Background: an optimization exercise with open tools, aiming at a short achievable clock period and few clock cycles. Do not read the settings as production practice.
The RTL was checked by simulation tests, not by an equivalence proof against the original design.
Power is estimated from default activity; no workload was simulated.

Setup of red:
==> module target_control, before the edit <==
module target_control #(
  parameter logic [31:0] BAR_BASE = 32'h1000_0000,
  parameter int          MEM_AW   = 6
) (
  input  logic                  pci_ext_clk,
  input  logic                  pci_reset_comb,
  input  logic [31:0]           ad_in,
  input  logic [3:0]            cbe_l,
  input  logic                  frame_l,
  input  logic                  irdy_l,
  input  logic                  par_in,
  input  logic                  smp_frame_prev,
  input  logic                  smp_irdy_prev,
  input  logic [8:0]            smp_par_part,
  output logic [(1<<MEM_AW)-1:0] mem_sel,
  output logic [3:0]            mem_be,
  output logic                  rd_load,
  output logic                  rd_clear,
  output logic                  devsel_l,
  output logic                  trdy_l,
  output logic                  stop_l,
  output logic                  target_oe,
  output logic                  perr_l,
  output logic                  perr_oe
);
  localparam logic [3:0] MEM_READ  = 4'b0110;
  localparam logic [3:0] MEM_WRITE = 4'b0111;
  logic devsel_q;
  logic trdy_q;
  logic stop_q;
  logic perr_q;
  logic wr_q;
  logic xfer_q;
  logic tail_q;
  logic err_q;
  logic start;
  logic hit;
  logic claim;
  logic xfer;
  logic rd_first;
  assign start = ~frame_l & smp_frame_prev & smp_irdy_prev & ~target_oe;
  assign hit = (ad_in[31:MEM_AW+2] == BAR_BASE[31:MEM_AW+2]) &&
               (cbe_l[3:1] == MEM_READ[3:1]);
  assign claim = start & hit;
  assign xfer = ~irdy_l & trdy_q & ~xfer_q;
  assign rd_first = devsel_q & ~trdy_q & ~wr_q;
  assign rd_load  = rd_first;
  assign rd_clear = xfer_q;
  always_ff @(posedge pci_ext_clk or posedge pci_reset_comb)
  begin
    if (pci_reset_comb)
    begin
      devsel_q  <= 1'b0;
      trdy_q    <= 1'b0;
      stop_q    <= 1'b0;
      target_oe <= 1'b0;
      wr_q      <= 1'b0;
      xfer_q    <= 1'b0;
      tail_q    <= 1'b0;
      mem_be    <= '0;
    end
    else
    begin
      xfer_q <= xfer;
      tail_q <= xfer_q;
      mem_be <= {4{xfer & wr_q}} & ~cbe_l;
      if (claim)
      begin
        devsel_q  <= 1'b1;
        target_oe <= 1'b1;
        wr_q      <= cbe_l[0];
        trdy_q    <= cbe_l[0];
        stop_q    <= cbe_l[0];
      end
      else if (xfer_q)
      begin
        devsel_q <= 1'b0;
        trdy_q   <= 1'b0;
        stop_q   <= 1'b0;
      end
      else if (rd_first)
      begin
        trdy_q <= 1'b1;
        stop_q <= 1'b1;
      end
      if (tail_q)
        target_oe <= 1'b0;
    end
  end
  always_ff @(posedge pci_ext_clk)
  begin
    if (~devsel_q)
      for (int i = 0; i < (1 << MEM_AW); i++)
        mem_sel[i] <= ad_in[MEM_AW+1:2] == i;
  end
  always_ff @(posedge pci_ext_clk or posedge pci_reset_comb)
  begin
    if (pci_reset_comb)
    begin
      devsel_l <= 1'b1;
      trdy_l   <= 1'b1;
      stop_l   <= 1'b1;
    end
    else
    begin
      if (claim)
      begin
        devsel_l <= 1'b0;
        trdy_l   <= ~cbe_l[0];
        stop_l   <= ~cbe_l[0];
      end
      else if (xfer_q)
      begin
        devsel_l <= 1'b1;
        trdy_l   <= 1'b1;
        stop_l   <= 1'b1;
      end
      else if (rd_first)
      begin
        trdy_l <= 1'b0;
        stop_l <= 1'b0;
      end
    end
  end
  always_ff @(posedge pci_ext_clk or posedge pci_reset_comb)
  begin
    if (pci_reset_comb)
    begin
      err_q  <= 1'b0;
      perr_q <= 1'b0;
    end
    else
    begin
      err_q  <= xfer_q & wr_q & (par_in ^ (^smp_par_part));
      perr_q <= err_q;
    end
  end
  assign perr_oe = perr_q;
  assign perr_l  = ~perr_q;
endmodule
make LEC_CHECK=0 ABC_CLOCK_PERIOD_IN_PS=1500 CAP_MARGIN=20 CORE_MARGIN=2 CORE_UTILIZATION=45 CTS_CLUSTER_DIAMETER=100 CTS_CLUSTER_SIZE=30 SETUP_SLACK_MARGIN=3.3 SLEW_MARGIN=20 finish   # period 5.5 ns
run.sh (not shown) runs the stock make flow with config.mk's settings and CLKGATE_MAP_FILE= SYNTH_SCRIPT=/design/flow/synth_recipe.tcl, a recipe that flattens the netlist after the stock synthesis.
red completed end to end with timing, DRC and antenna clean.
Testbench counts of red, summed over its fixed seeds: cycles 14,890.
Input changes introduced in purple (baseline for comparison: red):
--- a/flow/design.v
+++ b/flow/design.v
@@ -129,33 +129,7 @@
         mem_sel[i] <= ad_in[MEM_AW+1:2] == i;
   end
-  always_ff @(posedge pci_ext_clk or posedge pci_reset_comb)
-  begin
-    if (pci_reset_comb)
-    begin
-      devsel_l <= 1'b1;
-      trdy_l   <= 1'b1;
-      stop_l   <= 1'b1;
-    end
-    else
-    begin
-      if (claim)
-      begin
-        devsel_l <= 1'b0;
-        trdy_l   <= ~cbe_l[0];
-        stop_l   <= ~cbe_l[0];
-      end
-      else if (xfer_q)
-      begin
-        devsel_l <= 1'b1;
-        trdy_l   <= 1'b1;
-        stop_l   <= 1'b1;
-      end
-      else if (rd_first)
-      begin
-        trdy_l <= 1'b0;
-        stop_l <= 1'b0;
-      end
-    end
-  end
+  assign devsel_l = ~devsel_q;
+  assign trdy_l   = ~trdy_q;
+  assign stop_l   = ~stop_q;
   always_ff @(posedge pci_ext_clk or posedge pci_reset_comb)
   begin
==> results.txt <==
purple has completed all stages; timing, DRC and antenna checks passed. Comparing purple with red, the sequential cell count came out essentially unchanged. Starting density of the core: red vs purple, no meaningful difference. Summary — met2 global-route usage, purple relative to red: higher, by 0.16 points. Lower layout overhead on the synthesized area goes to purple over red. The higher sequential share of cell area came out of purple. Summary of the comparison: total chip power is higher in purple, relative to red. Per the comparison of purple with red, routed wire length now sits higher; starting DRC count in detailed routing went up by 21%; die height ~0 delta; setup slack at placement now sits higher; final standard cell area without fillers saw a decrease.
Testbench counts of purple, summed over its fixed seeds: cycles 14,890.

-- afterwards: timing with drivers on the ports --
Ports are ideal in the flow. The routed layouts listed here were re-timed in OpenROAD.
Step 1 (the two cells are an assumption about what drives the block):
set clk [get_ports {pci_ext_clk}]
set_driving_cell -lib_cell sky130_fd_sc_hd__clkbuf_16 $clk
set_driving_cell -lib_cell sky130_fd_sc_hd__buf_2 [delete_from_list [all_inputs] $clk]
Step 2, shift: input delay + t, output delay - t, t = (earliest + latest rising clock arrival at the registers) / 2. This alone moves slack from input paths to output paths.
Slacks: ideal ports / drivers / drivers and shift; pairs: ideal ports / drivers.
| run | shift t [ns] | setup WS [ns] | worst setup path at the end | worst register clock-pin slew, ns | pins driven straight from the clock port |
|---|---|---|---|---|---|
| red | 0.857 | 2.958 / 2.868 / 2.331 | input to register | 0.12 / 0.12 | 1 |
| purple | 0.853 | 3.005 / 2.923 / 2.278 | input to register | 0.12 / 0.12 | 1 |
After both steps setup and hold are still met in every run listed. For purple, which loses most, drivers alone change the setup slack by -0.082 ns; drivers and shift together by -0.727 ns.
